What follows belongs to an exercise in optimizing a design on an open flow for small area; a production flow would make more cautious choices.
At most, simulation tests tie the RTL to the original design; equivalence was not proved.
Function not checked in run 7: the RTL went through the layout flow alone.
Power figures rest on the tool's default switching activity, not on a simulated workload.

[flow/design.v]
`default_nettype none
package spc_pkg;
    localparam int OPCODE_W = 8;
    localparam int ADDR_W   = 16;
    localparam int DATA_W   = 32;
    localparam int CS_W  = 4;
    localparam int DEV_W = 2;
    localparam logic [ADDR_W-1:0] RD_ADDR_SPI = 'h0001;
    typedef enum logic [OPCODE_W-1:0] {
        OP_SPI_XFER = 8'h02,
        OP_PWM_CFG  = 8'h07,
        OP_READ     = 8'h08
    } opcode_e;
endpackage
`default_nettype wire
`default_nettype none
module spc_cmd_decoder #(
    parameter int NUM_PWM = 8
) (
    input  wire logic                          clk,
    input  wire logic                          rst_n,
    input  wire logic [spc_pkg::OPCODE_W-1:0]  cmd_opcode,
    input  wire logic [spc_pkg::ADDR_W-1:0]    cmd_addr,
    input  wire logic [spc_pkg::DATA_W-1:0]    cmd_data,
    input  wire logic                          cmd_valid,
    input  wire logic                          tx_done,
    input  wire logic [spc_pkg::DATA_W-1:0]    spi_rx_word,
    input  wire logic                          spi_rx_valid,
    output logic                               spi_start,
    output logic [spc_pkg::DEV_W-1:0]          spi_dev,
    output logic [spc_pkg::DATA_W-1:0]         spi_wdata,
    output logic                               pwm_wr,
    output logic [((NUM_PWM > 1) ? $clog2(NUM_PWM) : 1)-1:0] pwm_sel,
    output logic [spc_pkg::DATA_W-1:0]         pwm_wdata,
    output logic [spc_pkg::DATA_W-1:0]         tx_data,
    output logic                               tx_en
);
    localparam int SEL_W = (NUM_PWM > 1) ? $clog2(NUM_PWM) : 1;
    logic rd_hit;
    logic rd_sel;
    assign spi_start = cmd_valid && (cmd_opcode == spc_pkg::OP_SPI_XFER);
    assign pwm_wr    = cmd_valid && (cmd_opcode == spc_pkg::OP_PWM_CFG) &&
                       (int'(cmd_addr) < NUM_PWM);
    assign rd_hit    = cmd_valid && (cmd_opcode == spc_pkg::OP_READ);
    assign spi_dev   = cmd_addr[spc_pkg::DEV_W-1:0];
    assign spi_wdata = cmd_data;
    assign pwm_sel   = cmd_addr[SEL_W-1:0];
    assign pwm_wdata = cmd_data;
    assign rd_sel = (cmd_addr == spc_pkg::RD_ADDR_SPI) && spi_rx_valid;
    always_ff @(posedge clk or negedge rst_n) begin
        if (!rst_n) begin
            tx_en <= 1'b0;
        end else if (rd_hit) begin
            tx_en <= 1'b1;
        end else if (tx_done && !cmd_valid) begin
            tx_en <= 1'b0;
        end
    end
    always_ff @(posedge clk) begin
        if (rd_hit) begin
            tx_data <= spi_rx_word & {spc_pkg::DATA_W{rd_sel}};
        end
    end
endmodule
`default_nettype wire
`default_nettype none
module spc_spi_master (
    input  wire logic                        clk,
    input  wire logic                        rst_n,
    input  wire logic                        spi_start,
    input  wire logic [spc_pkg::DEV_W-1:0]   spi_dev,
    input  wire logic [spc_pkg::DATA_W-1:0]  spi_wdata,
    input  wire logic                        spi_miso,
    output logic                             spi_sclk,
    output logic                             spi_mosi,
    output logic [spc_pkg::CS_W-1:0]         spi_cs,
    output logic [spc_pkg::DATA_W-1:0]       spi_rx_word,
    output logic                             spi_rx_valid
);
    localparam int CNT_W = $clog2(spc_pkg::DATA_W) + 1;
    logic                        active;
    logic [CNT_W-1:0]            edge_cnt;
    logic [spc_pkg::DEV_W-1:0]   dev_q;
    logic [spc_pkg::DATA_W-1:0]  shift_reg;
    logic [spc_pkg::DATA_W-1:0]  shift_next;
    logic                        take;
    logic                        fall;
    logic                        last;
    assign take = spi_start && !active;
    assign fall = active && edge_cnt[0];
    assign last = fall && (&edge_cnt);
    assign shift_next = {shift_reg[spc_pkg::DATA_W-2:0], spi_miso};
    assign spi_sclk = edge_cnt[0];
    assign spi_cs   = active ? ~(spc_pkg::CS_W'(1) << dev_q) : '1;
    always_ff @(posedge clk or negedge rst_n) begin
        if (!rst_n) begin
            active       <= 1'b0;
            edge_cnt     <= '0;
            spi_mosi     <= 1'b0;
            spi_rx_valid <= 1'b0;
        end else begin
            if (take) begin
                active <= 1'b1;
            end else if (last) begin
                active <= 1'b0;
            end
            if (active) begin
                edge_cnt <= edge_cnt + 1'b1;
            end
            if (fall) begin
                spi_mosi <= shift_reg[spc_pkg::DATA_W-1];
            end
            if (last) begin
                spi_rx_valid <= 1'b1;
            end
        end
    end
    always_ff @(posedge clk) begin
        if (take) begin
            shift_reg <= spi_wdata;
            dev_q     <= spi_dev;
        end else if (fall) begin
            shift_reg <= shift_next;
        end
        if (last) begin
            spi_rx_word <= shift_next;
        end
    end
endmodule
`default_nettype wire
`default_nettype none
module spc_pwm_bank #(
    parameter int NUM_PWM   = 8,
    parameter int PWM_CNT_W = 16
) (
    input  wire logic                          clk,
    input  wire logic                          rst_n,
    input  wire logic                          pwm_wr,
    input  wire logic [((NUM_PWM > 1) ? $clog2(NUM_PWM) : 1)-1:0] pwm_sel,
    input  wire logic [spc_pkg::DATA_W-1:0]    pwm_wdata,
    output logic [NUM_PWM-1:0]                 pwm_out
);
    localparam int SEL_W = (NUM_PWM > 1) ? $clog2(NUM_PWM) : 1;
    localparam int PER_LSB = spc_pkg::DATA_W / 2;
    if (PWM_CNT_W > spc_pkg::DATA_W / 2) begin : g_width_check
        $error("PWM_CNT_W does not fit half of the data word");
    end
    logic [PWM_CNT_W-1:0] w_per;
    logic [PWM_CNT_W-1:0] w_duty;
    logic [PWM_CNT_W-1:0] w_last;
    assign w_per  = pwm_wdata[PER_LSB +: PWM_CNT_W];
    assign w_duty = pwm_wdata[0 +: PWM_CNT_W];
    assign w_last = w_per - 1'b1;
    for (genvar i = 0; i < NUM_PWM; i++) begin : g_ch
        logic [PWM_CNT_W-1:0] last_q;
        logic [PWM_CNT_W-1:0] duty_q;
        logic [PWM_CNT_W-1:0] cnt_q;
        logic                 en_q;
        logic                 wr_hit;
        logic                 wrap;
        assign wr_hit = pwm_wr && (pwm_sel == SEL_W'(i));
        assign wrap   = (cnt_q == last_q);
        always_ff @(posedge clk or negedge rst_n) begin
            if (!rst_n) begin
                en_q  <= 1'b0;
            end else if (wr_hit) begin
                en_q  <= |w_per;
            end
        end
        logic [PWM_CNT_W:0]   carry;
        logic [PWM_CNT_W:0]   below;
        logic                 clr;
        assign carry[0] = 1'b1;
        assign below[0] = 1'b0;
        for (genvar b = 0; b < PWM_CNT_W; b++) begin : g_bit
            assign carry[b+1] = carry[b] & cnt_q[b];
            assign below[b+1] = (!cnt_q[b] && duty_q[b]) || (!cnt_q[b] && below[b]) ||
                                (duty_q[b] && below[b]);
        end
        assign clr = wr_hit || wrap;
        always_ff @(posedge clk) begin
            if (wr_hit) begin
                last_q <= w_last;
                duty_q <= w_duty;
            end
            cnt_q <= (cnt_q ^ carry[PWM_CNT_W-1:0]) & {PWM_CNT_W{!clr}};
        end
        assign pwm_out[i] = en_q && below[PWM_CNT_W];
    end
endmodule
`default_nettype wire
`default_nettype none
module spc_top #(
    parameter int NUM_PWM   = 8,
    parameter int PWM_CNT_W = 16
) (
    input  wire logic                          clk,
    input  wire logic                          rst_n,
    input  wire logic [spc_pkg::OPCODE_W-1:0]  cmd_opcode,
    input  wire logic [spc_pkg::ADDR_W-1:0]    cmd_addr,
    input  wire logic [spc_pkg::DATA_W-1:0]    cmd_data,
    input  wire logic                          cmd_valid,
    output logic                               spi_sclk,
    output logic                               spi_mosi,
    input  wire logic                          spi_miso,
    output logic [spc_pkg::CS_W-1:0]           spi_cs,
    output logic [NUM_PWM-1:0]                 pwm_out,
    output logic [spc_pkg::DATA_W-1:0]         tx_data,
    output logic                               tx_en,
    input  wire logic                          tx_done
);
    localparam int SEL_W = (NUM_PWM > 1) ? $clog2(NUM_PWM) : 1;
    logic                        spi_start;
    logic [spc_pkg::DEV_W-1:0]   spi_dev;
    logic [spc_pkg::DATA_W-1:0]  spi_wdata;
    logic [spc_pkg::DATA_W-1:0]  spi_rx_word;
    logic                        spi_rx_valid;
    logic                        pwm_wr;
    logic [SEL_W-1:0]            pwm_sel;
    logic [spc_pkg::DATA_W-1:0]  pwm_wdata;
    spc_cmd_decoder #(
        .NUM_PWM (NUM_PWM)
    ) i_decoder (
        .clk         (clk),
        .rst_n       (rst_n),
        .cmd_opcode  (cmd_opcode),
        .cmd_addr    (cmd_addr),
        .cmd_data    (cmd_data),
        .cmd_valid   (cmd_valid),
        .tx_done     (tx_done),
        .spi_rx_word (spi_rx_word),
        .spi_rx_valid(spi_rx_valid),
        .spi_start   (spi_start),
        .spi_dev     (spi_dev),
        .spi_wdata   (spi_wdata),
        .pwm_wr      (pwm_wr),
        .pwm_sel     (pwm_sel),
        .pwm_wdata   (pwm_wdata),
        .tx_data     (tx_data),
        .tx_en       (tx_en)
    );
    spc_spi_master i_spi (
        .clk         (clk),
        .rst_n       (rst_n),
        .spi_start   (spi_start),
        .spi_dev     (spi_dev),
        .spi_wdata   (spi_wdata),
        .spi_miso    (spi_miso),
        .spi_sclk    (spi_sclk),
        .spi_mosi    (spi_mosi),
        .spi_cs      (spi_cs),
        .spi_rx_word (spi_rx_word),
        .spi_rx_valid(spi_rx_valid)
    );
    spc_pwm_bank #(
        .NUM_PWM   (NUM_PWM),
        .PWM_CNT_W (PWM_CNT_W)
    ) i_pwm (
        .clk       (clk),
        .rst_n     (rst_n),
        .pwm_wr    (pwm_wr),
        .pwm_sel   (pwm_sel),
        .pwm_wdata (pwm_wdata),
        .pwm_out   (pwm_out)
    );
endmodule
`default_nettype wire
[flow/run.sh]
#!/bin/bash
# synth_recipe.tcl (not shown) runs the flow's synth.tcl, then flattens the netlist and writes it again
# the make line also repeats each setting of config.mk as NAME=value (left out here)
make -C /OpenROAD-flow-scripts/flow DESIGN_CONFIG=/design/flow/config.mk WORK_HOME=/design/flow/orfs CLKGATE_MAP_FILE= SYNTH_SCRIPT=/design/flow/synth_recipe.tcl finish
[flow/config.mk]
export PLATFORM = sky130hd
export DESIGN_NAME = spc_top
export DESIGN_NICKNAME = spc_top
export VERILOG_FILES = /design/flow/design.v
export SDC_FILE = /design/flow/constraint.sdc
export NUM_CORES = 4
export LEC_CHECK = 0
export CAP_MARGIN = 20
export CORE_MARGIN = 2
export CORE_UTILIZATION = 40
export SLEW_MARGIN = 20
[flow/constraint.sdc]
create_clock -name core_clock -period 5.0 [get_ports {clk}]
set_input_delay 1.0000 -clock core_clock [delete_from_list [all_inputs] [get_ports {clk}]]
set_output_delay 1.0000 -clock core_clock [all_outputs]
set_load 0.01 [all_outputs]
==> impl_metrics.csv, run 1 <==
group,metric,value,unit
synthesis,seq_area_frac_synth,64.59,%
setup_path,slowest_delay,530,ps
detailed_routing,dr_total_vias,11960,
detailed_routing,ant_nets,0,
floorplanning,die_area,54660,sq um
clock_network,cts_tree,"built",
timing,period_needed,3865,ps
synthesis,yosysUniqueCellTypes,49,
timing,hold_violations,0,
floorplanning,row_count,84,
timing,max_freq,258.7,MHz
synthesis,netlist_area,21120,sq um
clock_network,cts-resized-gates,0,
synthesis,yosys.area.top_type,"edfxtp_1",
timing,finalSetupTns,0,ps
synthesis,synth-edff-count,354,
job,drv_cap,0,
floorplanning,num_io_pins,108,
place,io_buffers,107,
clock_network,post_cts_buffers,0,
clock_network,htreeDepth,2,
pwr,power,8.408,mW
floorplanning,initial_core_util,40.35,%
worst_hold_path,hp-class,"input port to asynchronous set/reset pin",
setup_path,arrival,2870,ps
grt,met3_usage,2.371,%
clock_network,clock_latency,590,ps
synthesis,synthesis.nets,1671,
synthesis,synth_flop_cell,"edfxtp_1",
detailed_routing,drt-initial-drc-count,909,
synthesis,syn_avg_cell_area,14.12,sq um
finish,nets,1853,
status,status,"finished clean",
setup_path,path_class,"flop to output port",
synthesis,ys_seq_elements,500,
timing,finalSetupViolCount,0,
synthesis,synthCells,1496,
detailed_routing,vias_per_cell,4.964,
grt,antenna_found_initial,13,
grt,top_usage_layer,"met2",
floorplanning,dieWidth,233.8,um
clock_network,hold_buffers,0,
synthesis,netlist_top_cells_count,"edfxtp_1, and2_1, xnor2_1",
setup_path,worstPathCellList,"nor2b_1 > maj3_1 > a2111oi_0 > nand3b_1 > o211ai_1 > clkdlybuf4s50_1",
pwr,ir_drop,0.2233,mV
synthesis,yosysWarningCount,3,
setup_path,cp-end-kind,"output port",
setup_path,required,4000,ps
finish,biggestRegsByFlops,"i_pwm.g_ch.cnt_q: 128 flops, i_pwm.g_ch.duty_q: 128 flops, i_pwm.g_ch.last_q: 128 flops",
timing,drv_slew,0,
finish,drive_gt1_share,11.28,%
floorplanning,die-height,233.8,um
place,gp_congestion,0.8261,
detailed_routing,wl_per_cell,20.48,um
timing,tightest_slew,1114,ps
setup_path,crit_slowest_cell,"a2111oi_0",
clock_network,cts_max_path_buffers,3,
floorplanning,core,52340,sq um
timing,whs,409.0,ps
setup_path,cp-start-kind,"flop",
grt,grt_pass1_wl,73620,um
place,dp_hpwl,33360,um
timing,fin_crit_sh,77.30,%
detailed_routing,drt-total-wl,49350,um
detailed_routing,first_pass_iters,5,
clock_network,clock-root-buffer,"clkbuf_16",
finish,area_growth,18.64,%
timing,grt_setup_unrepaired,"false",
detailed_routing,drc_errors,0,
timing,slew_headroom,25.34,%
synthesis,yosysMostFrequentCell,"edfxtp_1",
grt,grtUsageMet1,24.44,%
setup_path,r2r_setup_slack,1490,ps
pwr,p_per_area,335.5,nW/um^2
grt,gr-usage-all-layers,18.33,%
clock_network,cts_buffers,50,
synthesis,synth_top_area_share,50.33,%
clock_network,clkTransAtPathRegs,60,ps
synthesis,synthTopCellsByArea,"edfxtp_1, dfxtp_1, ha_1",
grt,grt_start_max_net_pins,38,
synthesis,synth-async-reset-ratio,3.600,%
finish,final_cells,2410,
grt,use_met2,31.01,%
grt,grt_pass1_vias,11970,
timing,finClkSkew,12.63,ps
place,place_inst,2314,
clock_network,clock-sinks,500,
grt,grt.overflow.total,0,
setup_path,path_max_fanout,4,
finish,final_util,47.88,%
pwr,p_leak,9.406,nW
[layout make-up]
| cell class | count | area, sq um |
|---|---|---|
| antenna | 2 | 5.005 |
| clock buffer | 72 | 1488 |
| clock inverter | 22 | 185.2 |
| fill | 4565 | 27280 |
| inverter | 110 | 412.9 |
| multi-input combinational | 869 | 7091 |
| sequential | 500 | 13640 |
| tap | 688 | 860.8 |
| timing repair buffer | 147 | 1374 |
[placed cells by master, fill, tap and decap left out, drive strengths merged, types with 27 or more instances in the layout]
cell type	netlist	layout
and2	144	144
xnor2	143	143
clkbuf	5	72
ha	114	114
inv	110	111
dfxtp	128	128
o21ai	27	27
buf	12	41
mux2	40	40
edfxtp	354	354
maj3	32	32
nor2b	40	40
clkdlybuf4s50	0	106
nand4	35	35
nand2b	59	59
[worst max-delay path: cells and delay by family, from the launching register on]
kind	cells	cell delay, ps
simple gates	2	260
buf+inv	1	520
compound gates	2	690
flops	1	430
fa+ha+maj	1	380
[logic make-up after synthesis]
group                    after synthesis  share of synthesized area, %
adder cells (fa/ha/maj)              146                         8.270
AND/OR/NAND/NOR                      405                         11.85
multiplexers                          40                         2.452
buffers and inverters                127                         2.458
flip-flops                           500                         64.59
AO/OA/AOI/OAI                        124                         3.993
XOR/XNOR                             154                         6.386
[metal layers]
| layer | wire length, um | share of wire (%) | up-vias |
|---|---|---|---|
| met5 | 0 | 0 | - |
| met4 | 1274 | 2.6 | 0 |
| met3 | 2205 | 4.5 | 73 |
| met2 | 23960 | 49 | 254 |
| met1 | 21910 | 44 | 5873 |
| li1 | - | - | 5764 |
[path summary, 6_finish.rpt]
check,cells after the start,endpoint,startpoint
worst max-delay path,6,pwm_out[3],i_pwm.g_ch[3].cnt_q[0]$_DFF_P_
worst min-delay path,1,i_spi.edge_cnt[3]$_DFFE_PN0P_,rst_n
worst max register to register,16,i_pwm.g_ch[7].cnt_q[15]$_DFF_P_,i_pwm.g_ch[7].cnt_q[0]$_DFF_P_
worst min register to register,0,i_spi.spi_rx_word[29]$_DFFE_PP_,i_spi.shift_reg[28]$_DFFE_PP_
max in group asynchronous,1,i_pwm.g_ch[5].en_q$_DFFE_PN0P_,rst_n
min in group core_clock,0,i_spi.spi_rx_word[29]$_DFFE_PP_,i_spi.shift_reg[28]$_DFFE_PP_
[power by group]
group,internal [mW],switching [mW]
logic,0.0634,0.136
registers,4.42,0.000934
clock network,2.22,1.57
total,6.70,1.70
[through the flow]
stage	setup WS, ps	instance area (sq um)
3_3_place_gp	657.7	23350
6_report	1135	25060
3_5_place_dp	977.6	23380
2_1_floorplan	489.4	21120
4_1_cts	1046	25050
5_1_grt	912.4	25050
==> run 2, diff against run 1 <==
--- a/flow/design.v
+++ b/flow/design.v
@@ -149,41 +149,46 @@
     logic [PWM_CNT_W-1:0] w_duty;
-    logic [PWM_CNT_W-1:0] w_last;
-    assign w_per  = pwm_wdata[PER_LSB +: PWM_CNT_W];
-    assign w_duty = pwm_wdata[0 +: PWM_CNT_W];
-    assign w_last = w_per - 1'b1;
+    logic [PWM_CNT_W-1:0] w_start;
+    logic [PWM_CNT_W:0]   w_diff;
+    logic [PWM_CNT_W-1:0] w_under;
+    assign w_per   = pwm_wdata[PER_LSB +: PWM_CNT_W];
+    assign w_duty  = pwm_wdata[0 +: PWM_CNT_W];
+    assign w_start = -w_per;
+    assign w_diff  = {1'b0, w_per} - {1'b0, w_duty};
+    assign w_under = w_diff[PWM_CNT_W] ? '0 : w_diff[PWM_CNT_W-1:0];
     for (genvar i = 0; i < NUM_PWM; i++) begin : g_ch
-        logic [PWM_CNT_W-1:0] last_q;
-        logic [PWM_CNT_W-1:0] duty_q;
-        logic [PWM_CNT_W-1:0] cnt_q;
+        logic [PWM_CNT_W-1:0] start_q;
+        logic [PWM_CNT_W-1:0] start_d;
+        logic [PWM_CNT_W-1:0] under_q;
+        logic [PWM_CNT_W-1:0] x_q;
+        logic [PWM_CNT_W:0]   carry;
+        logic [PWM_CNT_W:0]   over;
         logic                 en_q;
         logic                 wr_hit;
-        logic                 wrap;
+        logic                 load;
         assign wr_hit = pwm_wr && (pwm_sel == SEL_W'(i));
-        assign wrap   = (cnt_q == last_q);
+        assign start_d = start_q ^ ((start_q ^ w_start) & {PWM_CNT_W{wr_hit}});
+        assign carry[0] = 1'b1;
+        assign over[0]  = 1'b0;
+        for (genvar b = 0; b < PWM_CNT_W; b++) begin : g_bit
+            assign carry[b+1] = carry[b] & x_q[b];
+            assign over[b+1]  = (x_q[b] && under_q[b]) || (x_q[b] && over[b]) ||
+                                (under_q[b] && over[b]);
+        end
+        assign load = wr_hit || carry[PWM_CNT_W];
         always_ff @(posedge clk or negedge rst_n) begin
             if (!rst_n) begin
-                en_q  <= 1'b0;
+                en_q <= 1'b0;
             end else if (wr_hit) begin
-                en_q  <= |w_per;
-            end
-        end
-        logic [PWM_CNT_W:0]   carry;
-        logic [PWM_CNT_W:0]   below;
-        logic                 clr;
-        assign carry[0] = 1'b1;
-        assign below[0] = 1'b0;
-        for (genvar b = 0; b < PWM_CNT_W; b++) begin : g_bit
-            assign carry[b+1] = carry[b] & cnt_q[b];
-            assign below[b+1] = (!cnt_q[b] && duty_q[b]) || (!cnt_q[b] && below[b]) ||
-                                (duty_q[b] && below[b]);
-        end
-        assign clr = wr_hit || wrap;
+                en_q <= |w_per;
+            end
+        end
         always_ff @(posedge clk) begin
             if (wr_hit) begin
-                last_q <= w_last;
-                duty_q <= w_duty;
-            end
-            cnt_q <= (cnt_q ^ carry[PWM_CNT_W-1:0]) & {PWM_CNT_W{!clr}};
-        end
-        assign pwm_out[i] = en_q && below[PWM_CNT_W];
+                under_q <= w_under;
+            end
+            start_q <= start_d;
+            x_q     <= ((x_q ^ carry[PWM_CNT_W-1:0]) & {PWM_CNT_W{!wr_hit}}) |
+                       (start_d & {PWM_CNT_W{load}});
+        end
+        assign pwm_out[i] = en_q && !over[PWM_CNT_W];
     end
==> flow/flow/run.sh (new file) <==
#!/bin/bash
# Standard layout, with single-drive buffers on the ports and a clock tree
# built from small clock buffers without dummy loads.
export BUFFER_PORTS_ARGS="-buffer_cell sky130_fd_sc_hd__buf_1"
export CTS_ARGS="-sink_clustering_enable -repair_clock_nets -dont_use_dummy_load -buf_list sky130_fd_sc_hd__clkbuf_4"
bash standard.sh > standard.log 2>&1
==> flow/standard.sh (new file) <==
#!/bin/bash
# synth_recipe.tcl (not shown) runs the flow's synth.tcl, then flattens the netlist and writes it again
# the make line also repeats each setting of config.mk as NAME=value (left out here)
make -C /OpenROAD-flow-scripts/flow DESIGN_CONFIG=/design/flow/config.mk WORK_HOME=/design/flow/orfs CLKGATE_MAP_FILE= SYNTH_SCRIPT=/design/flow/synth_recipe.tcl "${@:-finish}"
removed: flow/run.sh
==> impl_metrics.csv, run 2 <==
group,metric,value,unit
floorplanning,row_count,84,
synthesis,synth-edff-count,226,
clock_network,clock-root-buffer,"clkbuf_4",
synthesis,synth_top_area_share,32.25,%
floorplanning,dieWidth,233.4,um
clock_network,cts_buffers,132,
setup_path,cp-start-kind,"flop",
detailed_routing,routed.top_layer,"met5",
floorplanning,die_area,54450,sq um
synthesis,seq_area_frac_synth,58.75,%
detailed_routing,ant_nets,0,
detailed_routing,wl_met1,23140,um
worst_hold_path,hp-class,"input port to asynchronous set/reset pin",
setup_path,slowest_delay,410,ps
synthesis,yosysMostFrequentCell,"nand2_1",
place,io_buffers,107,
grt,antenna_found_initial,7,
synthesis,synth-async-reset-ratio,3.600,%
synthesis,yosysWarningCount,3,
timing,drv_slew,0,
place,dpl_worst_slack,533.8,ps
timing,setup_slack,895.7,ps
clock_network,cts-resized-gates,0,
floorplanning,core,52240,sq um
detailed_routing,dr_total_vias,15560,
timing,hold_violations,0,
detailed_routing,first_pass_iters,5,
grt,gr-usage-all-layers,20.68,%
clock_network,clock-sinks,500,
clock_network,cts_max_path_buffers,3,
synthesis,syn_avg_cell_area,10.89,sq um
synthesis,ys_seq_elements,500,
synthesis,synth_flop_cell,"dfxtp_1",
clock_network,clock_latency,860,ps
detailed_routing,vias_per_cell,5.521,
timing,finalSetupTns,0,ps
status,status,"finished clean",
floorplanning,initial_core_util,40.28,%
finish,layout_commonest_cell,"nand2_1",
grt,grt_start_max_net_pins,37,
floorplanning,num_io_pins,108,
synthesis,netlist_top_cells_count,"nand2_1, dfxtp_1, edfxtp_1",
detailed_routing,wl_met3,4089,um
clock_network,post_cts_buffers,0,
finish,fill_cells,4891,
finish,biggestRegsByFlops,"i_pwm.g_ch.start_q: 128 flops, i_pwm.g_ch.under_q: 128 flops, i_pwm.g_ch.x_q: 128 flops",
synthesis,yosysUniqueCellTypes,59,
grt,grt.overflow.total,0,
setup_path,path_class,"flop to flop",
detailed_routing,drt-total-wl,55030,um
place,dp_hpwl,36900,um
finish,nets,2331,
clock_network,clkTransAtPathRegs,60,ps
synthesis,synthCells,1932,
timing,max_freq,243.6,MHz
timing,finalSetupViolCount,0,
detailed_routing,drc_errors,0,
finish,area_growth,11.65,%
setup_path,crit_top_cell,"ha_1",
timing,period_needed,4104,ps
clock_network,hold_buffers,0,
grt,grt_pass1_vias,15420,
timing,grt_setup_unrepaired,"false",
detailed_routing,wl_met2,25900,um
detailed_routing,drt-initial-drc-count,1085,
synthesis,netlist_area,21040,sq um
setup_path,worstPathCellList,"ha_1 > ha_1 > ha_1 > ha_1 > ha_1 > ha_1 > ha_1 > ha_1 > ha_1 > ha_1 > ha_1 > ha_1 > ha_1 > ha_1 > ha_1 > a211oi_1 > a21oi_2",
pwr,p_per_area,311.7,nW/um^2
clock_network,htreeDepth,4,
synthesis,synthTopCellsByArea,"edfxtp_1, dfxtp_1, ha_1",
job,drv_cap,0,
setup_path,path_max_fanout,16,
pwr,ir_drop,0.1539,mV
finish,drive_gt1_share,11.09,%
pwr,p_leak,8.864,nW
setup_path,arrival,4770,ps
place,gp_congestion,0.8506,
setup_path,cp-end-kind,"flop",
timing,slew_headroom,22.81,%
setup_path,path_buf_inv,0,
floorplanning,die-height,233.4,um
setup_path,required,5660,ps
setup_path,critPathTopFamily,"adder cells",
timing,fin_crit_sh,82.09,%
detailed_routing,wl_per_cell,19.53,um
synthesis,synthesis.nets,2132,
timing,tightest_slew,1155,ps
clock_network,cts_tree,"built",
setup_path,crit_slowest_cell,"ha_1",
finish,final_cell_mix,"nand2_1, dfxtp_1, edfxtp_1",
timing,finClkSkew,73.51,ps
synthesis,yosys.area.top_type,"edfxtp_1",
grt,grt_pass1_wl,85170,um
[run 2: layer usage]
layer / up-vias / GRT usage (%)
met5: - / 0
met4: 4 / 9.315
met3: 131 / 5.408
met2: 483 / 33.92
met1: 7353 / 25.53
li1: 7588 / -
[run 2: path summary, 6_finish.rpt]
kind | startpoint | depth (start not counted) | to | slack (ps)
worst max-delay path | i_pwm.g_ch[4].x_q[0]$_DFF_P_ | 17 | i_pwm.g_ch[4].x_q[14]$_DFF_P_ | 900
worst min-delay path | rst_n | 2 | i_pwm.g_ch[6].en_q$_DFFE_PN0P_ | 220
worst max register to register | i_pwm.g_ch[4].x_q[0]$_DFF_P_ | 17 | i_pwm.g_ch[4].x_q[14]$_DFF_P_ | 900
worst min register to register | i_spi.shift_reg[20]$_DFFE_PP_ | 0 | i_spi.spi_rx_word[21]$_DFFE_PP_ | 430
max in group asynchronous | rst_n | 2 | i_spi.edge_cnt[2]$_DFFE_PN0P_ | 4400
min in group core_clock | spi_miso | 1 | i_spi.spi_rx_word[0]$_DFFE_PP_ | 420
[run 2: final cells by class]
class | instances | area (sq um) | share of cell area, %
diodes | 1 | 2.502 | 0.01065
well taps | 688 | 860.8 | 3.664
clock buffers | 132 | 991.0 | 4.218
repair buffers | 157 | 780.7 | 3.323
multi-input cells | 1314 | 8398 | 35.75
flip-flops and latches | 500 | 12360 | 52.62
inverters | 26 | 97.59 | 0.4154
[run 2: metrics by stage]
step | cells | hold WS [ps] | cell area, sq um | power (mW) | util (%)
after global routing | 2818 | 199.5 | 23490 | 7.641 | 44.97
after CTS | 2817 | 154.3 | 23480 | 7.416 | 44.95
after detailed placement | 2685 | 429.4 | 22490 | 4.783 | 43.06
final | 2818 | 224.6 | 23490 | 7.323 | 44.97
after floorplan | 1932 | 415.9 | 21040 | 4.541 | -
after global placement | 2682 | 424.7 | 22430 | 4.771 | 42.94
[run 2: logic make-up after synthesis]
| kind of cell | after synthesis | synth area share, % |
|---|---|---|
| buffers and inverters | 118 | 2.307 |
| AND/OR/NAND/NOR | 525 | 11.17 |
| XOR/XNOR | 27 | 1.124 |
| AO/OA/AOI/OAI | 621 | 18.24 |
| adder cells (fa/ha/maj) | 139 | 8.301 |
| flip-flops | 500 | 58.75 |
| multiplexers | 2 | 0.1070 |
[run 2: power breakdown]
part,switching (mW),internal (mW)
combinational,0.307,0.106
clock,1.42,1.20
sequential,0.000956,4.29
==> run 3, diff against run 2 <==
==> flow/flow/run.sh (replaced) <==
#!/bin/bash
# Standard ORFS layout (standard.sh) with these changes:
#  - synthesis maps logic with an area-oriented ABC script (flow/abc_area.script);
#    the rest of the ORFS scripts are used unchanged, through links
#  - single-drive buffers on the ports
#  - clock tree from clkbuf_8 leaf clusters, without dummy loads
#  - power recovery (downsizing of non-critical cells) after global routing
set -euo pipefail
here=$(pwd)
mkdir -p "$here/scripts"
for f in "$FLOW_HOME"/scripts/*; do
  ln -sfn "$f" "$here/scripts/$(basename "$f")"
done
rm -f "$here/scripts/abc_area.script"
cp "$here/flow/abc_area.script" "$here/scripts/abc_area.script"

export BUFFER_PORTS_ARGS="-buffer_cell sky130_fd_sc_hd__buf_1"
export CTS_ARGS="-sink_clustering_enable -repair_clock_nets -dont_use_dummy_load -buf_list sky130_fd_sc_hd__clkbuf_8 -sink_clustering_size 16 -sink_clustering_max_diameter 50"
export RECOVER_POWER=100

bash standard.sh SCRIPTS_DIR="$here/scripts" ABC_AREA=1 finish > "$here/standard.log" 2>&1
==> flow/flow/abc_area.script (new file) <==
&get -n
&st
&syn3
&dch -f
&nf -a -p -R 1000
&st
&syn3
&dch -f
&nf -a -p -R 1000
&st
&dch -f
&nf -a -p -R 1000
&put
==> impl_metrics.csv, run 3 <==
group,metric,value,unit
job,drv_cap,12,
floorplanning,dieWidth,223.4,um
synthesis,synthCells,1512,
detailed_routing,first_pass_iters,5,
grt,grt.overflow.total,0,
detailed_routing,drt-total-wl,44450,um
setup_path,reg2reg_depth,17,
floorplanning,num_io_pins,108,
clock_network,cts_buffers,45,
clock_network,post_cts_buffers,0,
finish,final_cells,2340,
setup_path,r2r_setup_slack,440,ps
finish,nets,1927,
grt,grt_pass1_wl,70350,um
synthesis,synth_top_family_by_area,"compound AO/OA/AOI/OAI gates",
setup_path,path_class,"input port to flop",
pwr,p_leak,7.946,nW
detailed_routing,ant_nets,0,
synthesis,synthAdderAreaFrac,9.073,%
detailed_routing,drc_errors,0,
timing,whs,441.4,ps
finish,final_cell_mix,"dfxtp_1, edfxtp_1, nand2_1",
detailed_routing,wl_met1,21650,um
place,place_inst,2294,
synthesis,netlist_area,19250,sq um
grt,gr-usage-all-layers,18.09,%
place,gp_congestion,0.8119,
grt,grt_pass1_vias,12300,
clock_network,clock-sinks,500,
clock_network,cts_tree,"built",
timing,drv_slew,482,
floorplanning,die-height,223.4,um
detailed_routing,dr_total_vias,12540,
clock_network,clock-root-buffer,"clkbuf_8",
timing,grt_setup_unrepaired,"false",
synthesis,synth_compound_area_share,15.99,%
synthesis,seq_area_frac_synth,64.21,%
floorplanning,row_count,80,
setup_path,crit_path_start,"cmd_data[16]",
clock_network,hold_buffers,0,
clock_network,cts-resized-gates,0,
detailed_routing,wl_per_cell,19.00,um
setup_path,arrival,5100,ps
setup_path,reg2reg_to,"i_pwm.g_ch[5].x_q[1]$_DFF_P_",
timing,slew_headroom,-32.01,%
setup_path,path_max_fanout,10,
synthesis,synth-edff-count,226,
status,status,"failed layout checks",
worst_hold_path,min_path_cells,0,
finish,layout_commonest_cell,"dfxtp_1",
grt,antenna_found_initial,2,
worst_hold_path,holdPathEnd,"i_spi.spi_rx_word[20]$_DFFE_PP_",
floorplanning,core,47650,sq um
setup_path,cp-start-kind,"input port",
timing,max_freq,217.7,MHz
finish,biggestRegsByFlops,"i_pwm.g_ch.start_q: 128 flops, i_pwm.g_ch.under_q: 128 flops, i_pwm.g_ch.x_q: 128 flops",
synthesis,syn_avg_cell_area,12.73,sq um
clock_network,clkTransAtPathRegs,90,ps
place,io_buffers,107,
status,check.faults,"capacitance limit, slew limit",
synthesis,synth.area.mux_share,0.9943,%
clock_network,htreeDepth,2,
detailed_routing,vias_per_cell,5.358,
worst_hold_path,hp-start,"i_spi.shift_reg[19]$_DFFE_PP_",
synthesis,yosys.area.top_type,"edfxtp_1",
synthesis,synth_flop_cell,"dfxtp_1",
pwr,ir_drop,0.1304,mV
clock_network,cts_max_path_buffers,3,
timing,hold_violations,0,
clock_network,clock_latency,620,ps
pwr,p_per_area,308.8,nW/um^2
detailed_routing,routed.top_layer,"met5",
synthesis,synth_xor_area_share,0.7734,%
synthesis,yosys.area_share.simple,8.494,%
synthesis,yosysUniqueCellTypes,42,
timing,finClkSkew,58.69,ps
setup_path,required,5500,ps
synthesis,synth_top_area_share,35.25,%
finish,insertedDiodeCount,0,
detailed_routing,drt-initial-drc-count,1015,
floorplanning,initial_core_util,40.41,%
timing,finalSetupViolCount,0,
setup_path,rr_startpoint,"i_pwm.g_ch[5].x_q[0]$_DFF_P_",
synthesis,synth-async-reset-ratio,3.600,%
floorplanning,die_area,49900,sq um
timing,period_needed,4593,ps
finish,drive_gt1_share,4.348,%
synthesis,yosysWarningCount,3,
timing,fin_crit_sh,91.87,%
synthesis,yosysMostFrequentCell,"dfxtp_1",
finish,area_growth,11.08,%
timing,tightest_slew,1980,ps
setup_path,cp-end-kind,"flop",
detailed_routing,wl_met3,2329,um
grt,grt_start_max_net_pins,48,
worst_hold_path,hp-class,"flop to flop",
synthesis,ys_seq_elements,500,
synthesis,synthesis.nets,1712,
synthesis,synthTopCellsByArea,"edfxtp_1, dfxtp_1, ha_1",
place,dp_hpwl,32740,um
detailed_routing,wl_met2,19540,um
synthesis,netlist_top_cells_count,"dfxtp_1, edfxtp_1, nand2_1",
==> run 3: kinds of logic after synthesis <==
| logic type | after synthesis |
|---|---|
| buf+inv | 24 |
| compound gates | 460 |
| flops | 500 |
| xor+xnor | 17 |
| mux | 17 |
| fa+ha+maj | 139 |
| simple gates | 355 |
==> run 3: per-stage QoR <==
step / util (%) / area [sq um] / setup TNS [ps] / total power, mW / worst slack (ps)
2_1_floorplan: - / 19260 / 0 / 4.480 / 316.8
3_5_place_dp: 43.88 / 20910 / -1647 / 4.645 / -147.3
4_1_cts: 45.18 / 21520 / 0 / 6.698 / 469.1
6_report: 44.88 / 21390 / 0 / 6.604 / 406.6
5_1_grt: 44.88 / 21390 / 0 / 6.854 / 120.1
3_3_place_gp: 43.88 / 20910 / 0 / 4.642 / 70.17
==> run 3: power by group <==
part           switching [mW]  internal (mW)
clock                    1.26          0.804
combinational           0.181         0.0819
sequential           0.000656           4.28
total                    1.44           5.17
==> run 3: how the worst max path moves through the flow <==
stage	endpoint	slack (ps)	depth (start not counted)
2_1_floorplan	i_pwm.g_ch[0].under_q[11]$_DFFE_PP_	320	23
3_3_place_gp	i_pwm.g_ch[3].under_q[2]$_DFFE_PP_	70	25
3_5_place_dp	i_pwm.g_ch[2].under_q[3]$_DFFE_PP_	-150	26
4_1_cts	i_pwm.g_ch[5].x_q[1]$_DFF_P_	470	17
5_1_grt	i_pwm.g_ch[1].under_q[0]$_DFFE_PP_	120	26
6_report	i_pwm.g_ch[5].x_q[14]$_DFF_P_	410	14
==> run 3: cell type report <==
| cell class | count | area (sq um) |
|---|---|---|
| Multi-Input combinational cell | 988 | 6805 |
| Timing Repair Buffer | 168 | 739.5 |
| Inverter | 24 | 90.09 |
| Tap cell | 615 | 769.5 |
| Clock buffer | 45 | 619.3 |
| Fill cell | 4395 | 26260 |
| Sequential cell | 500 | 12360 |
==> run 3: critical path: stages <==
cell and delay (ps):
buf_1 90, clkinv_1 70, clkbuf_1 740, ha_1 320, nand2b_1 110, or3_1 360, nor4_1 420, nand2b_1 140
or3_1 390, nor4_1 440, xor2_1 230, clkbuf_1 290, o21ai_0 220, a22o_1 290
==> run 3: layer usage <==
layer	vias up	track usage [%]
met1	6032	25.55
met3	69	3.819
met2	258	28.44
met4	4	4.538
met5	-	0
li1	6175	-
==> run 4, diff against run 3 <==
--- a/flow/flow/run.sh
+++ b/flow/flow/run.sh
@@ -6,3 +6,2 @@
 #  - clock tree from clkbuf_8 leaf clusters, without dummy loads
-#  - power recovery (downsizing of non-critical cells) after global routing
 set -euo pipefail
@@ -18,3 +17,2 @@
 export CTS_ARGS="-sink_clustering_enable -repair_clock_nets -dont_use_dummy_load -buf_list sky130_fd_sc_hd__clkbuf_8 -sink_clustering_size 16 -sink_clustering_max_diameter 50"
-export RECOVER_POWER=100
 
--- a/flow/config.mk
+++ b/flow/config.mk
@@ -10,2 +10,3 @@
 export CORE_UTILIZATION = 40
+export GPL_TIMING_DRIVEN = 0
 export SLEW_MARGIN = 20
==> impl_metrics.csv, run 4 <==
group,metric,value,unit
grt,top_usage_layer,"met2",
synthesis,netlist_area,19250,sq um
timing,finalSetupViolCount,0,
synthesis,ys_seq_elements,500,
status,status,"finished clean",
detailed_routing,drt-total-wl,44480,um
synthesis,netlist_top_cells_count,"dfxtp_1, edfxtp_1, nand2_1",
synthesis,seq_area_frac_synth,64.21,%
place,io_buffers,107,
synthesis,yosys.area.top_type,"edfxtp_1",
grt,grt.overflow.total,0,
timing,tightest_slew,1062,ps
setup_path,cp-end-kind,"flop",
detailed_routing,drt-initial-drc-count,752,
setup_path,path_class,"input port to flop",
synthesis,synth_compound_area_share,15.99,%
synthesis,synthesis.nets,1712,
grt,grtUsageMet1,23.72,%
pwr,power,6.674,mW
detailed_routing,ant_nets,0,
place,gp_congestion,0.7840,
pwr,ir_drop,0.1809,mV
synthesis,syn_avg_cell_area,12.73,sq um
clock_network,clock_latency,640,ps
grt,grt_start_max_net_pins,48,
timing,grt_setup_unrepaired,"false",
grt,antenna_found_initial,7,
place,place_inst,2275,
timing,finalSetupTns,0,ps
clock_network,clock-root-buffer,"clkbuf_8",
detailed_routing,first_pass_iters,5,
synthesis,synthTopCellsByArea,"edfxtp_1, dfxtp_1, ha_1",
synthesis,synth-edff-count,226,
place,dp_hpwl,31840,um
synthesis,synth_xor_area_share,0.7734,%
floorplanning,dieWidth,223.4,um
setup_path,required,5460,ps
detailed_routing,wl_per_cell,19.09,um
setup_path,arrival,5030,ps
synthesis,synthAdderAreaFrac,9.073,%
grt,grt_pass1_wl,68030,um
finish,fill_cells,4303,
finish,layout_commonest_cell,"dfxtp_1",
floorplanning,num_io_pins,108,
synthesis,synth-async-reset-ratio,3.600,%
clock_network,clock-sinks,500,
floorplanning,die_area,49900,sq um
finish,final_cells,2330,
timing,max_freq,218.5,MHz
floorplanning,die-height,223.4,um
timing,finClkSkew,64.52,ps
grt,use_met2,29.61,%
floorplanning,initial_core_util,40.41,%
setup_path,path_max_fanout,14,
worst_hold_path,hp-class,"input port to asynchronous set/reset pin",
synthesis,yosysUniqueCellTypes,42,
synthesis,synth_top_area_share,35.25,%
finish,final_cell_mix,"dfxtp_1, edfxtp_1, nand2_1",
clock_network,clkTransAtPathRegs,100,ps
timing,fin_crit_sh,91.53,%
grt,gr-usage-all-layers,17.86,%
floorplanning,row_count,80,
timing,period_needed,4577,ps
synthesis,yosysMostFrequentCell,"dfxtp_1",
synthesis,synth_flop_cell,"dfxtp_1",
pwr,p_per_area,305.7,nW/um^2
synthesis,synth_top_family_by_area,"compound AO/OA/AOI/OAI gates",
timing,slew_headroom,29.21,%
detailed_routing,drc_errors,0,
setup_path,cp-start-kind,"input port",
synthesis,synthCells,1512,
clock_network,cts_tree,"built",
job,drv_cap,0,
timing,drv_slew,0,
clock_network,cts_buffers,44,
synthesis,yosysWarningCount,3,
synthesis,yosys.area_share.simple,8.494,%
grt,met3_usage,3.108,%
finish,area_growth,13.40,%
finish,biggestRegsByFlops,"i_pwm.g_ch.start_q: 128 flops, i_pwm.g_ch.under_q: 128 flops, i_pwm.g_ch.x_q: 128 flops",
finish,nets,1913,
synthesis,synth.area.mux_share,0.9943,%
finish,drive_gt1_share,8.475,%
timing,hold_violations,0,
grt,grt_pass1_vias,12170,
pwr,p_leak,8.112,nW
detailed_routing,vias_per_cell,5.378,
detailed_routing,dr_total_vias,12530,
clock_network,cts_max_path_buffers,3,
clock_network,htreeDepth,2,
floorplanning,core,47650,sq um
[run 4: cell counts after synthesis]
No cell type changed its count.
[run 4: critical path, cell delays in order]
cell      delay (ps)
buf_1            190
clkinv_4         100
ha_1             190
clkinv_1          60
fa_1             180
nand2_1           70
nand2_1           70
a21oi_1           90
o21ai_0          200
a21oi_1          110
nor2b_1          200
o21a_1           140
nor2_1            50
nor2b_1          170
o21a_1           140
nor2_1            50
nor2b_1          170
o21a_1           140
nor2_1            50
nor2b_1          180
a21oi_1          140
nor2_1           210
a211oi_4          70
buf_12           160
nor3_2           630
buf_6            240
[run 4: power by group]
part | switching [mW] | internal [mW] | total (mW)
combinational | 0.245 | 0.100 | 0.345
clock | 1.26 | 0.787 | 2.05
sequential | 0.000656 | 4.28 | 4.28
[run 4: routing by layer]
layer  vias to the layer above  part of all wire [%]
li1                       6159                     -
met1                      6021                    45
met2                       275                    47
met3                        73                   5.7
met4                         2                   2.8
met5                         -                 0.031
[run 4: cell families after synthesis]
family	count (synthesis)
and+or+nand+nor	355
buffers and inverters	24
DFF	500
AOI/OAI and AO/OA	460
xor gates and xnor gates	17
muxes	17
adders and majority gates	139
[run 4: final cells by class]
| class | count | area [sq um] | share of cell area, % |
|---|---|---|---|
| Tap cell | 615 | 769.5 | 3.525 |
| Antenna cell | 4 | 10.01 | 0.04585 |
| Multi-Input combinational cell | 988 | 7053 | 32.31 |
| Clock buffer | 44 | 605.6 | 2.774 |
| Inverter | 24 | 95.09 | 0.4356 |
| Timing Repair Buffer | 155 | 937.1 | 4.293 |
| Sequential cell | 500 | 12360 | 56.62 |
[run 4: what timing repair did]
| action | 4_1_cts | 5_1_grt |
|---|---|---|
| setup buffers | 3 | 4 |
| endpoints found under the setup margin | 120 | 75 |
| resized for setup | 3 | 6 |
| hold buffers | 0 | 0 |
| pin swaps | 1 | 0 |
[run 4: stage by stage]
step | setup slack [ps] | utilization [%] | area, sq um | hold slack, ps
2_1_floorplan | 316.8 | - | 19260 | 412.6
4_1_cts | 85.64 | 45.70 | 21770 | 302.7
6_report | 423.3 | 45.82 | 21830 | 348.5
3_3_place_gp | -1746 | 42.88 | 20430 | 422.7
3_5_place_dp | -1131 | 44.34 | 21130 | 432.1
5_1_grt | 69.89 | 45.80 | 21820 | 335.9
[run 4: worst paths after layout]
check	start	endpoint	slack [ps]	cells after the start
min in group core_clock	i_spi.shift_reg[17]$_DFFE_PP_	i_spi.spi_rx_word[18]$_DFFE_PP_	430	0
setup / recovery	cmd_data[16]	i_pwm.g_ch[2].under_q[9]$_DFFE_PP_	420	26
max in group asynchronous	rst_n	i_spi.active$_DFFE_PN0P_	4210	1
hold / removal	rst_n	i_pwm.g_ch[7].en_q$_DFFE_PN0P_	350	1
hold reg to reg	i_spi.shift_reg[17]$_DFFE_PP_	i_spi.spi_rx_word[18]$_DFFE_PP_	430	0
setup reg to reg	i_pwm.g_ch[5].x_q[0]$_DFF_P_	i_pwm.g_ch[5].x_q[4]$_DFF_P_	560	17
==> run 5, diff against run 4 <==
--- a/flow/config.mk
+++ b/flow/config.mk
@@ -7,6 +7,5 @@
 export LEC_CHECK = 0
-export CAP_MARGIN = 20
+export CAP_MARGIN = 0
 export CORE_MARGIN = 2
 export CORE_UTILIZATION = 40
-export GPL_TIMING_DRIVEN = 0
-export SLEW_MARGIN = 20
+export SLEW_MARGIN = 0
==> impl_metrics.csv, run 5 <==
group,metric,value,unit
pwr,p_per_area,307.2,nW/um^2
timing,whs,335.3,ps
detailed_routing,drt-initial-drc-count,993,
timing,period_needed,4542,ps
timing,fin_crit_sh,90.84,%
synthesis,synthTopCellsByArea,"edfxtp_1, dfxtp_1, ha_1",
synthesis,seq_area_frac_synth,64.21,%
synthesis,yosys.area.top_type,"edfxtp_1",
floorplanning,initial_core_util,40.41,%
setup_path,path_max_fanout,16,
timing,max_freq,220.2,MHz
finish,nets,1926,
synthesis,synthCells,1512,
place,dp_hpwl,32740,um
detailed_routing,drt-total-wl,44530,um
setup_path,path_buf_inv,0,
floorplanning,core,47650,sq um
setup_path,required,5480,ps
timing,grt_setup_unrepaired,"false",
finish,final_cell_area,21520,sq um
setup_path,crit_top_cell,"ha_1",
grt,grt.overflow.total,0,
synthesis,yosysUniqueCellTypes,42,
place,io_buffers,107,
clock_network,cts_tree,"built",
clock_network,cts_buffers,45,
clock_network,post_cts_buffers,0,
finish,area_growth,11.80,%
setup_path,slowest_delay,610,ps
floorplanning,row_count,80,
setup_path,crit_slowest_cell,"or2_0",
finish,fill_cells,4349,
timing,drv_slew,0,
finish,layout_commonest_cell,"dfxtp_1",
place,place_inst,2294,
clock_network,clock-sinks,500,
synthesis,syn_avg_cell_area,12.73,sq um
synthesis,netlist_area,19250,sq um
detailed_routing,ant_nets,0,
timing,tightest_slew,1185,ps
status,status,"finished clean",
finish,final_util,45.18,%
clock_network,clkTransAtPathRegs,100,ps
timing,setup_slack,458.2,ps
setup_path,cp-start-kind,"flop",
synthesis,synth-edff-count,226,
synthesis,synth-async-reset-ratio,3.600,%
pwr,p_leak,8.062,nW
timing,finalSetupViolCount,0,
finish,insertedDiodeCount,0,
floorplanning,die_area,49900,sq um
setup_path,arrival,5020,ps
synthesis,synth_top_area_share,35.25,%
synthesis,netlist_top_cells_count,"dfxtp_1, edfxtp_1, nand2_1",
synthesis,synthesis.nets,1712,
place,gp_congestion,0.8119,
clock_network,cts-resized-gates,0,
clock_network,hold_buffers,0,
detailed_routing,first_pass_iters,5,
grt,gr-usage-all-layers,18.09,%
floorplanning,die-height,223.4,um
setup_path,cp-end-kind,"flop",
synthesis,yosysWarningCount,3,
timing,finClkSkew,58.74,ps
grt,grt_pass1_vias,12300,
finish,drive_gt1_share,6.497,%
setup_path,critPathTopFamily,"adder cells",
timing,slew_headroom,20.84,%
detailed_routing,dr_total_vias,12590,
clock_network,clock-root-buffer,"clkbuf_8",
detailed_routing,drc_errors,0,
place,place_area,20910,sq um
job,drv_cap,0,
synthesis,synth_flop_cell,"dfxtp_1",
finish,final_cells,2339,
floorplanning,dieWidth,223.4,um
clock_network,htreeDepth,2,
setup_path,worstPathCellList,"ha_1 > ha_1 > ha_1 > ha_1 > ha_1 > ha_1 > ha_1 > ha_1 > ha_1 > ha_1 > ha_1 > ha_1 > ha_1 > ha_1 > ha_1 > or2_0 > a22o_1",
pwr,ir_drop,0.1295,mV
grt,grt_pass1_wl,70350,um
clock_network,cts_max_path_buffers,3,
clock_network,clock_latency,620,ps
setup_path,path_class,"flop to flop",
floorplanning,num_io_pins,108,
timing,hold_violations,0,
place,dpl_worst_slack,-147.3,ps
detailed_routing,vias_per_cell,5.383,
grt,grt_start_max_net_pins,48,
synthesis,ys_seq_elements,500,
finish,biggestRegsByFlops,"i_pwm.g_ch.start_q: 128 flops, i_pwm.g_ch.under_q: 128 flops, i_pwm.g_ch.x_q: 128 flops",
worst_hold_path,hp-class,"input port to asynchronous set/reset pin",
finish,final_cell_mix,"dfxtp_1, edfxtp_1, nand2_1",
detailed_routing,wl_per_cell,19.04,um
grt,antenna_found_initial,2,
synthesis,yosysMostFrequentCell,"dfxtp_1",
run 5: cell counts after synthesis:
No cell type changed its count.
run 5: worst paths after layout:
path	from	end	slack, ps	depth (start not counted)
min reg2reg	i_spi.shift_reg[19]$_DFFE_PP_	i_spi.spi_rx_word[20]$_DFFE_PP_	440	0
min in group core_clock	i_spi.shift_reg[19]$_DFFE_PP_	i_spi.spi_rx_word[20]$_DFFE_PP_	440	0
max reg2reg	i_pwm.g_ch[5].x_q[0]$_DFF_P_	i_pwm.g_ch[5].x_q[1]$_DFF_P_	460	17
max in group asynchronous	rst_n	i_spi.spi_mosi$_DFFE_PN0P_	4400	2
min	rst_n	i_pwm.g_ch[7].en_q$_DFFE_PN0P_	340	2
max	i_pwm.g_ch[5].x_q[0]$_DFF_P_	i_pwm.g_ch[5].x_q[1]$_DFF_P_	460	17
run 5: cell families after synthesis:
logic type | share of synthesized area (%)
mux | 0.9943
xor+xnor | 0.7734
simple gates | 8.494
fa+ha+maj | 9.073
buf+inv | 0.4679
flops | 64.21
compound gates | 15.99
run 5: where the power goes:
group / internal, mW / switching [mW] / total [mW]
Combinational: 0.0863 / 0.182 / 0.268
Clock: 0.804 / 1.26 / 2.06
Sequential: 4.28 / 0.000657 / 4.28
Total: 5.17 / 1.44 / 6.61
run 5: metrics by stage:
stage                     power [mW]  setup TNS, ps
after floorplan                4.480              0
after global placement         4.642              0
after detailed placement       4.645          -1647
after CTS                      6.698              0
after global routing           6.859              0
final                          6.611              0
run 5: routing by layer:
metal	global-route usage (%)	wire [um]
met2	28.44	19580
met3	3.819	2201
met1	25.55	21800
met5	0	26
met4	4.538	914
run 5: area by class of cell:
class / instances / area, sq um / share of cell area (%)
flip-flops and latches: 500 / 12360 / 57.43
repair buffers: 167 / 852.1 / 3.959
clock buffers: 45 / 619.3 / 2.877
inverters: 24 / 90.09 / 0.4185
well taps: 615 / 769.5 / 3.575
multi-input cells: 988 / 6832 / 31.74
==> run 6, diff against run 5 <==
--- a/flow/config.mk
+++ b/flow/config.mk
@@ -7,5 +7,5 @@
 export LEC_CHECK = 0
-export CAP_MARGIN = 0
+export CAP_MARGIN = 20
 export CORE_MARGIN = 2
 export CORE_UTILIZATION = 40
-export SLEW_MARGIN = 0
+export SLEW_MARGIN = 20
==> impl_metrics.csv, run 6 <==
group,metric,value,unit
status,status,"finished clean",
setup_path,arrival,4790,ps
floorplanning,die-height,223.4,um
clock_network,clock_latency,620,ps
timing,setup_slack,490.2,ps
setup_path,path_depth,26,
clock_network,clock-sinks,500,
place,place_inst,2294,
timing,slew_headroom,32.15,%
timing,finalSetupViolCount,0,
timing,grt_setup_unrepaired,"false",
grt,grt_pass1_wl,70350,um
timing,hold_violations,0,
setup_path,critPathTopFamily,"simple AND/OR/NAND/NOR gates",
synthesis,synth_flop_cell,"dfxtp_1",
finish,fill_cells,4349,
floorplanning,row_count,80,
grt,gr-usage-all-layers,18.09,%
pwr,p_per_area,306.9,nW/um^2
synthesis,synth_top_area_share,35.25,%
setup_path,path_buf_inv,5,
setup_path,path_max_fanout,8,
floorplanning,die_area,49900,sq um
setup_path,required,5280,ps
finish,regArea,12360,sq um
pwr,ir_drop,0.1297,mV
setup_path,rr_startpoint,"i_pwm.g_ch[4].x_q[0]$_DFF_P_",
floorplanning,num_io_pins,108,
setup_path,crit_slowest_cell,"nor3_1",
synthesis,synth_compound_area_share,15.99,%
clock_network,clock-root-buffer,"clkbuf_8",
place,place_area,20910,sq um
place,dpl_worst_slack,-147.3,ps
synthesis,seq_area_frac_synth,64.21,%
synthesis,synth_top_family_by_area,"compound AO/OA/AOI/OAI gates",
clock_network,cts_max_path_buffers,3,
synthesis,synth.area.mux_share,0.9943,%
setup_path,path_class,"input port to flop",
finish,drive_gt1_share,6.609,%
clock_network,cts_buffers,45,
synthesis,synth-edff-count,226,
synthesis,netlist_top_cells_count,"dfxtp_1, edfxtp_1, nand2_1",
setup_path,cp-start-kind,"input port",
grt,antenna_found_initial,2,
floorplanning,dieWidth,223.4,um
finish,biggestRegsByFlops,"i_pwm.g_ch.start_q: 128 flops, i_pwm.g_ch.under_q: 128 flops, i_pwm.g_ch.x_q: 128 flops",
synthesis,yosysMostFrequentCell,"dfxtp_1",
detailed_routing,wl_per_cell,18.97,um
pwr,p_leak,8.074,nW
synthesis,yosys.area_share.simple,8.494,%
finish,nets,1927,
finish,layout_commonest_cell,"dfxtp_1",
synthesis,synthAdderAreaFrac,9.073,%
job,drv_cap,0,
synthesis,yosysWarningCount,3,
finish,final_cells,2340,
detailed_routing,drt-initial-drc-count,995,
place,io_buffers,107,
finish,final_cell_mix,"dfxtp_1, edfxtp_1, nand2_1",
synthesis,synthesis.nets,1712,
detailed_routing,drc_errors,0,
synthesis,yosysUniqueCellTypes,42,
synthesis,yosys.area.top_type,"edfxtp_1",
finish,final_cell_area,21530,sq um
setup_path,slowest_delay,800,ps
floorplanning,core,47650,sq um
detailed_routing,first_pass_iters,5,
synthesis,synth-async-reset-ratio,3.600,%
setup_path,crit_path_start,"cmd_data[16]",
timing,drv_slew,0,
clock_network,post_cts_buffers,0,
detailed_routing,ant_nets,0,
clock_network,clkTransAtPathRegs,100,ps
timing,period_needed,4510,ps
finish,insertedDiodeCount,0,
synthesis,syn_avg_cell_area,12.73,sq um
synthesis,ys_seq_elements,500,
timing,fin_crit_sh,90.20,%
clock_network,cts-resized-gates,0,
setup_path,r2r_setup_slack,590,ps
synthesis,netlist_area,19250,sq um
grt,grt_pass1_vias,12300,
timing,max_freq,221.7,MHz
detailed_routing,vias_per_cell,5.338,
setup_path,reg2reg_depth,17,
synthesis,synth_xor_area_share,0.7734,%
worst_hold_path,hp-class,"input port to asynchronous set/reset pin",
finish,area_growth,11.85,%
detailed_routing,dr_total_vias,12490,
place,dp_hpwl,32740,um
clock_network,htreeDepth,2,
timing,tightest_slew,1018,ps
finish,multiInputGateArea,6837,sq um
setup_path,cp-end-kind,"flop",
synthesis,synthTopCellsByArea,"edfxtp_1, dfxtp_1, ha_1",
timing,finClkSkew,57.04,ps
clock_network,hold_buffers,0,
floorplanning,initial_core_util,40.41,%
place,gp_congestion,0.8119,
grt,grt_start_max_net_pins,48,
grt,grt.overflow.total,0,
synthesis,synthCells,1512,
clock_network,cts_tree,"built",
detailed_routing,drt-total-wl,44380,um
==> run 6: cell types whose count changed in the layout (fill, tap and decap cells not counted) <==
cell,before,now
nor3b_1,3,2
or2_0,5,3
or2_1,0,2
nor3b_2,1,2
buf_2,0,1
==> run 6: logic make-up after synthesis <==
logic type	Yosys count
and+or+nand+nor	355
DFF	500
xor gates and xnor gates	17
muxes	17
buffers and inverters	24
AOI/OAI and AO/OA	460
adders and majority gates	139
==> run 6: path summary, 6_finish.rpt <==
kind | end
setup reg to reg | i_pwm.g_ch[4].x_q[2]$_DFF_P_
min in group core_clock | i_spi.spi_rx_word[14]$_DFFE_PP_
hold reg to reg | i_spi.spi_rx_word[14]$_DFFE_PP_
max in group asynchronous | i_spi.spi_mosi$_DFFE_PN0P_
setup / recovery | i_pwm.g_ch[3].under_q[3]$_DFFE_PP_
hold / removal | i_pwm.g_ch[7].en_q$_DFFE_PN0P_
==> run 6: area by class of cell <==
type / count / share of cell area (%)
flip-flops and latches: 500 / 57.41
multi-input cells: 988 / 31.75
repair buffers: 168 / 3.980
well taps: 615 / 3.573
clock buffers: 45 / 2.876
inverters: 24 / 0.4183
==> run 6: through the flow <==
stage	utilization, %	hold slack, ps	power [mW]	setup TNS [ps]
global route	45.20	301.0	6.861	0
floorplan	-	412.6	4.480	0
detailed placement	43.88	431.3	4.645	-1647
finish	45.20	335.5	6.610	0
CTS	45.18	283.0	6.698	0
global placement	43.88	423.1	4.642	0
==> run 6: worst register-to-register path, stage by stage, from the launching register on <==
cell     delay [ps]
dfxtp_1         330
ha_1            200
ha_1            200
ha_1            210
ha_1            200
ha_1            210
ha_1            200
ha_1            200
ha_1            200
ha_1            190
ha_1            200
ha_1            200
ha_1            210
ha_1            200
ha_1            200
ha_1            180
or2_0           560
a22o_1          360
==> run 6: routing by layer <==
metal	global-route usage (%)	vias up	part of all wire, %
met1	25.55	5993	49
met2	28.44	253	44
met4	4.538	4	2.1
li1	-	6171	-
met5	0	-	0.059
met3	3.819	70	5.1
==> run 6: report_power, final <==
group / total [mW] / switching, mW / internal (mW)
clock: 2.06 / 1.26 / 0.804
combinational: 0.268 / 0.181 / 0.0874
sequential: 4.28 / 0.000652 / 4.28
==> run 7, diff against run 6 <==
--- a/flow/design.v
+++ b/flow/design.v
@@ -150,4 +150,5 @@
     logic [PWM_CNT_W-1:0] w_start;
-    logic [PWM_CNT_W:0]   w_diff;
+    logic [PWM_CNT_W-1:0] w_diff;
     logic [PWM_CNT_W-1:0] w_under;
+    logic [PWM_CNT_W:0]   w_borrow;
     assign w_per   = pwm_wdata[PER_LSB +: PWM_CNT_W];
@@ -155,4 +156,9 @@
     assign w_start = -w_per;
-    assign w_diff  = {1'b0, w_per} - {1'b0, w_duty};
-    assign w_under = w_diff[PWM_CNT_W] ? '0 : w_diff[PWM_CNT_W-1:0];
+    assign w_borrow[0] = 1'b0;
+    for (genvar b = 0; b < PWM_CNT_W; b++) begin : g_sub
+        assign w_diff[b]     = w_per[b] ^ w_duty[b] ^ w_borrow[b];
+        assign w_borrow[b+1] = (!w_per[b] && w_duty[b]) || (!w_per[b] && w_borrow[b]) ||
+                               (w_duty[b] && w_borrow[b]);
+    end
+    assign w_under = w_borrow[PWM_CNT_W] ? '0 : w_diff;
     for (genvar i = 0; i < NUM_PWM; i++) begin : g_ch
--- a/flow/config.mk
+++ b/flow/config.mk
@@ -9,3 +9,3 @@
 export CORE_MARGIN = 2
-export CORE_UTILIZATION = 40
+export CORE_UTILIZATION = 65
 export SLEW_MARGIN = 20
==> impl_metrics.csv, run 7 <==
group,metric,value,unit
setup_path,worstPathCellList,"buf_12 > clkinv_16 > ha_4 > inv_4 > fa_2 > fa_2 > fa_2 > fa_2 > fa_2 > fa_2 > fa_2 > fa_2 > fa_2 > fa_2 > fa_2 > fa_2 > fa_2 > clkinv_2 > fa_2 > clkinv_2 > fa_2 > buf_6 > and2_4",
setup_path,slowest_delay,430,ps
setup_path,arrival,7050,ps
synthesis,synthTopCellsByArea,"edfxtp_1, dfxtp_1, ha_1",
synthesis,syn_avg_cell_area,13.07,sq um
detailed_routing,drc_errors,0,
synthesis,seq_area_frac_synth,64.86,%
finish,area_growth,10.37,%
setup_path,path_buf_inv,6,
floorplanning,die-height,175.2,um
timing,setup_slack,-1747,ps
detailed_routing,vias_per_cell,5.868,
clock_network,cts_buffers,43,
place,dp_hpwl,30580,um
timing,max_freq,148.2,MHz
setup_path,crit_slowest_cell,"fa_2",
detailed_routing,drt-initial-drc-count,828,
clock_network,hold_buffers,0,
floorplanning,die_area,30710,sq um
setup_path,rr_startpoint,"i_pwm.g_ch[7].x_q[0]$_DFF_P_",
floorplanning,row_count,62,
finish,layout_commonest_cell,"dfxtp_1",
place,place_inst,1987,
finish,fill_cells,2017,
floorplanning,core,28780,sq um
place,gp_congestion,0.8032,
timing,finClkSkew,38.96,ps
synthesis,synth_flop_cell,"dfxtp_1",
finish,biggestRegsByFlops,"i_pwm.g_ch.start_q: 128 flops, i_pwm.g_ch.under_q: 128 flops, i_pwm.g_ch.x_q: 128 flops",
finish,final_util,73.09,%
job,drv_cap,0,
timing,slew_headroom,29.89,%
synthesis,synthCells,1458,
place,dpl_worst_slack,-2428,ps
timing,drv_slew,0,
synthesis,netlist_top_cells_count,"dfxtp_1, edfxtp_1, nand2_1",
setup_path,reg2reg_depth,17,
detailed_routing,dr_total_vias,11940,
setup_path,required,5300,ps
synthesis,synth-edff-count,226,
floorplanning,num_io_pins,108,
place,io_buffers,107,
finish,multiInputGateArea,6740,sq um
clock_network,clock-root-buffer,"clkbuf_8",
finish,final_cells,2034,
pwr,p_per_area,308.1,nW/um^2
synthesis,yosys.area.top_type,"edfxtp_1",
clock_network,clkTransAtPathRegs,100,ps
setup_path,path_class,"input port to flop",
clock_network,clock-sinks,500,
setup_path,reg2reg_to,"i_pwm.g_ch[7].x_q[14]$_DFF_P_",
finish,insertedDiodeCount,0,
finish,regArea,12360,sq um
clock_network,clock_latency,580,ps
synthesis,yosysWarningCount,3,
setup_path,critPathTopFamily,"adder cells",
detailed_routing,wl_per_cell,20.29,um
grt,grt_pass1_vias,11810,
setup_path,r2r_setup_slack,570,ps
timing,finalSetupViolCount,128,
status,check.faults,"setup timing",
synthesis,synth-async-reset-ratio,3.600,%
clock_network,htreeDepth,2,
finish,final_cell_area,21040,sq um
status,status,"failed layout checks",
worst_hold_path,hp-class,"input port to asynchronous set/reset pin",
pwr,p_leak,7.867,nW
place,place_area,20380,sq um
synthesis,synthesis.nets,1657,
grt,gr-usage-all-layers,27.35,%
clock_network,cts_tree,"built",
setup_path,crit_top_cell,"fa_2",
grt,antenna_found_initial,0,
detailed_routing,first_pass_iters,5,
pwr,power,6.481,mW
setup_path,cp-start-kind,"input port",
finish,drive_gt1_share,7.939,%
synthesis,ys_seq_elements,500,
timing,hold_violations,0,
clock_network,cts_max_path_buffers,3,
setup_path,cp-end-kind,"flop",
timing,period_needed,6747,ps
grt,grt_pass1_wl,65080,um
setup_path,path_max_fanout,8,
detailed_routing,ant_nets,0,
floorplanning,initial_core_util,66.22,%
synthesis,netlist_area,19060,sq um
grt,grt.overflow.total,0,
synthesis,synth_top_area_share,35.61,%
synthesis,yosysMostFrequentCell,"dfxtp_1",
timing,grt_setup_unrepaired,"true",
timing,whs,378.4,ps
finish,final_cell_mix,"dfxtp_1, edfxtp_1, nand2_1",
floorplanning,dieWidth,175.2,um
timing,fin_crit_sh,134.9,%
grt,grt_start_max_net_pins,48,
finish,nets,1851,
synthesis,yosysUniqueCellTypes,38,
pwr,ir_drop,0.2676,mV
timing,tightest_slew,1052,ps
detailed_routing,drt-total-wl,41270,um
timing,finalSetupTns,-218830,ps
[run 7: cell types whose count changed after synthesis, sizes merged, moves of 5 or more]
| cell | change |
|---|---|
| a21oi | -9 |
| nand2b | -5 |
| nor2 | -11 |
| and2 | +11 |
| ha | -15 |
| o21ai | -6 |
| fa | +14 |
| nor2b | -7 |
| nor3 | -10 |
[run 7: timing repair]
action / CTS / global route
gates cloned: 0 / 0
setup buffers: 4 / 0
pin swaps: 2 / 0
gates resized for setup: 8 / 2
setup endpoints to repair: 128 / 128
[run 7: worst max path at each step]
stage / start / endpoint / slack, ps / cells past startpoint
finish: cmd_data[16] / i_pwm.g_ch[5].under_q[10]$_DFFE_PP_ / -1750 / 23
global route: cmd_data[16] / i_pwm.g_ch[5].under_q[10]$_DFFE_PP_ / -1810 / 23
CTS: cmd_data[16] / i_pwm.g_ch[2].under_q[15]$_DFFE_PP_ / -1660 / 23
detailed placement: cmd_data[16] / i_pwm.g_ch[5].under_q[11]$_DFFE_PP_ / -2430 / 22
global placement: cmd_data[16] / i_pwm.g_ch[2].under_q[11]$_DFFE_PP_ / -2410 / 22
floorplan: cmd_data[16] / i_pwm.g_ch[0].under_q[10]$_DFFE_PP_ / -1800 / 21
[run 7: power breakdown]
group | switching (mW) | leakage (nW) | total (mW) | internal, mW
clock | 1.19 | 0.309 | 1.96 | 0.770
combinational | 0.142 | 3.39 | 0.232 | 0.0895
sequential | 0.000659 | 4.17 | 4.28 | 4.28
total | 1.34 | 7.87 | 6.48 | 5.14
[run 7: area by class of cell]
class	count	area share, %
clock buffer	43	2.813
inverter	22	0.5413
sequential	500	58.77
multi-input combinational	936	32.04
tap	384	2.284
timing repair buffer	149	3.551
[run 7: worst reg2reg max path, cell delays in order (launching register included)]
cell     delay, ps
dfxtp_1        330
ha_1           200
ha_1           200
ha_1           200
ha_1           200
ha_1           200
ha_1           210
ha_1           200
ha_1           210
ha_1           200
ha_1           200
ha_1           200
ha_1           200
ha_1           200
ha_1           200
ha_1           190
or2_0          570
a22o_1         380
[run 7: kinds of logic (layout without fill, tap and decap cells)]
group                      after synthesis  count (layout)  synth area share, %
xor gates and xnor gates                15              15               0.6893
muxes                                   17              17                1.004
and+or+nand+nor                        328             328                7.910
AOI/OAI and AO/OA                      438             438                15.45
DFF                                    500             500                64.86
buffers and inverters                   22             214               0.4333
adders and majority gates              138             138                9.650
[run 7: routing by layer]
layer,routed length [um],vias up,GRT usage (%)
met5,0,-,0
met4,1203,0,8.507
met3,1590,74,3.525
met2,19640,260,45.42
met1,18840,5687,37.84
li1,-,5914,-

[what the ideal ports hide]
Ports are ideal in the flow. The routed layouts listed here were re-timed in OpenROAD.
Step 1, drivers: a clkbuf_16 drives clk and a buf_2 each remaining input, both assumed.
Step 2 also shifts input and output timing later by t, the mid clock arrival at the registers, as if the neighbouring blocks saw the same clock.
Slacks: ideal ports / drivers / drivers and shift; pairs: ideal ports / drivers.
run | shift t [ns] | setup slack, ns | cell pins on the clock port's net
run 1 | 0.636 | 1.135 / 1.079 / 0.989 | 1
run 2 | 0.859 | 0.896 / 0.896 / 0.649 | 1
run 3 | 0.650 | 0.407 / 0.432 / -0.218 | 1
run 4 | 0.657 | 0.423 / 0.437 / -0.220 | 1
run 5 | 0.650 | 0.458 / 0.458 / -0.169 | 1
run 6 | 0.649 | 0.490 / 0.479 / -0.136 | 1
run 7 | 0.599 | -1.747 / -1.749 / -2.348 | 1
The setup slack of run 4, which loses most, moves by +0.014 ns with the drivers and by -0.643 ns with both steps.
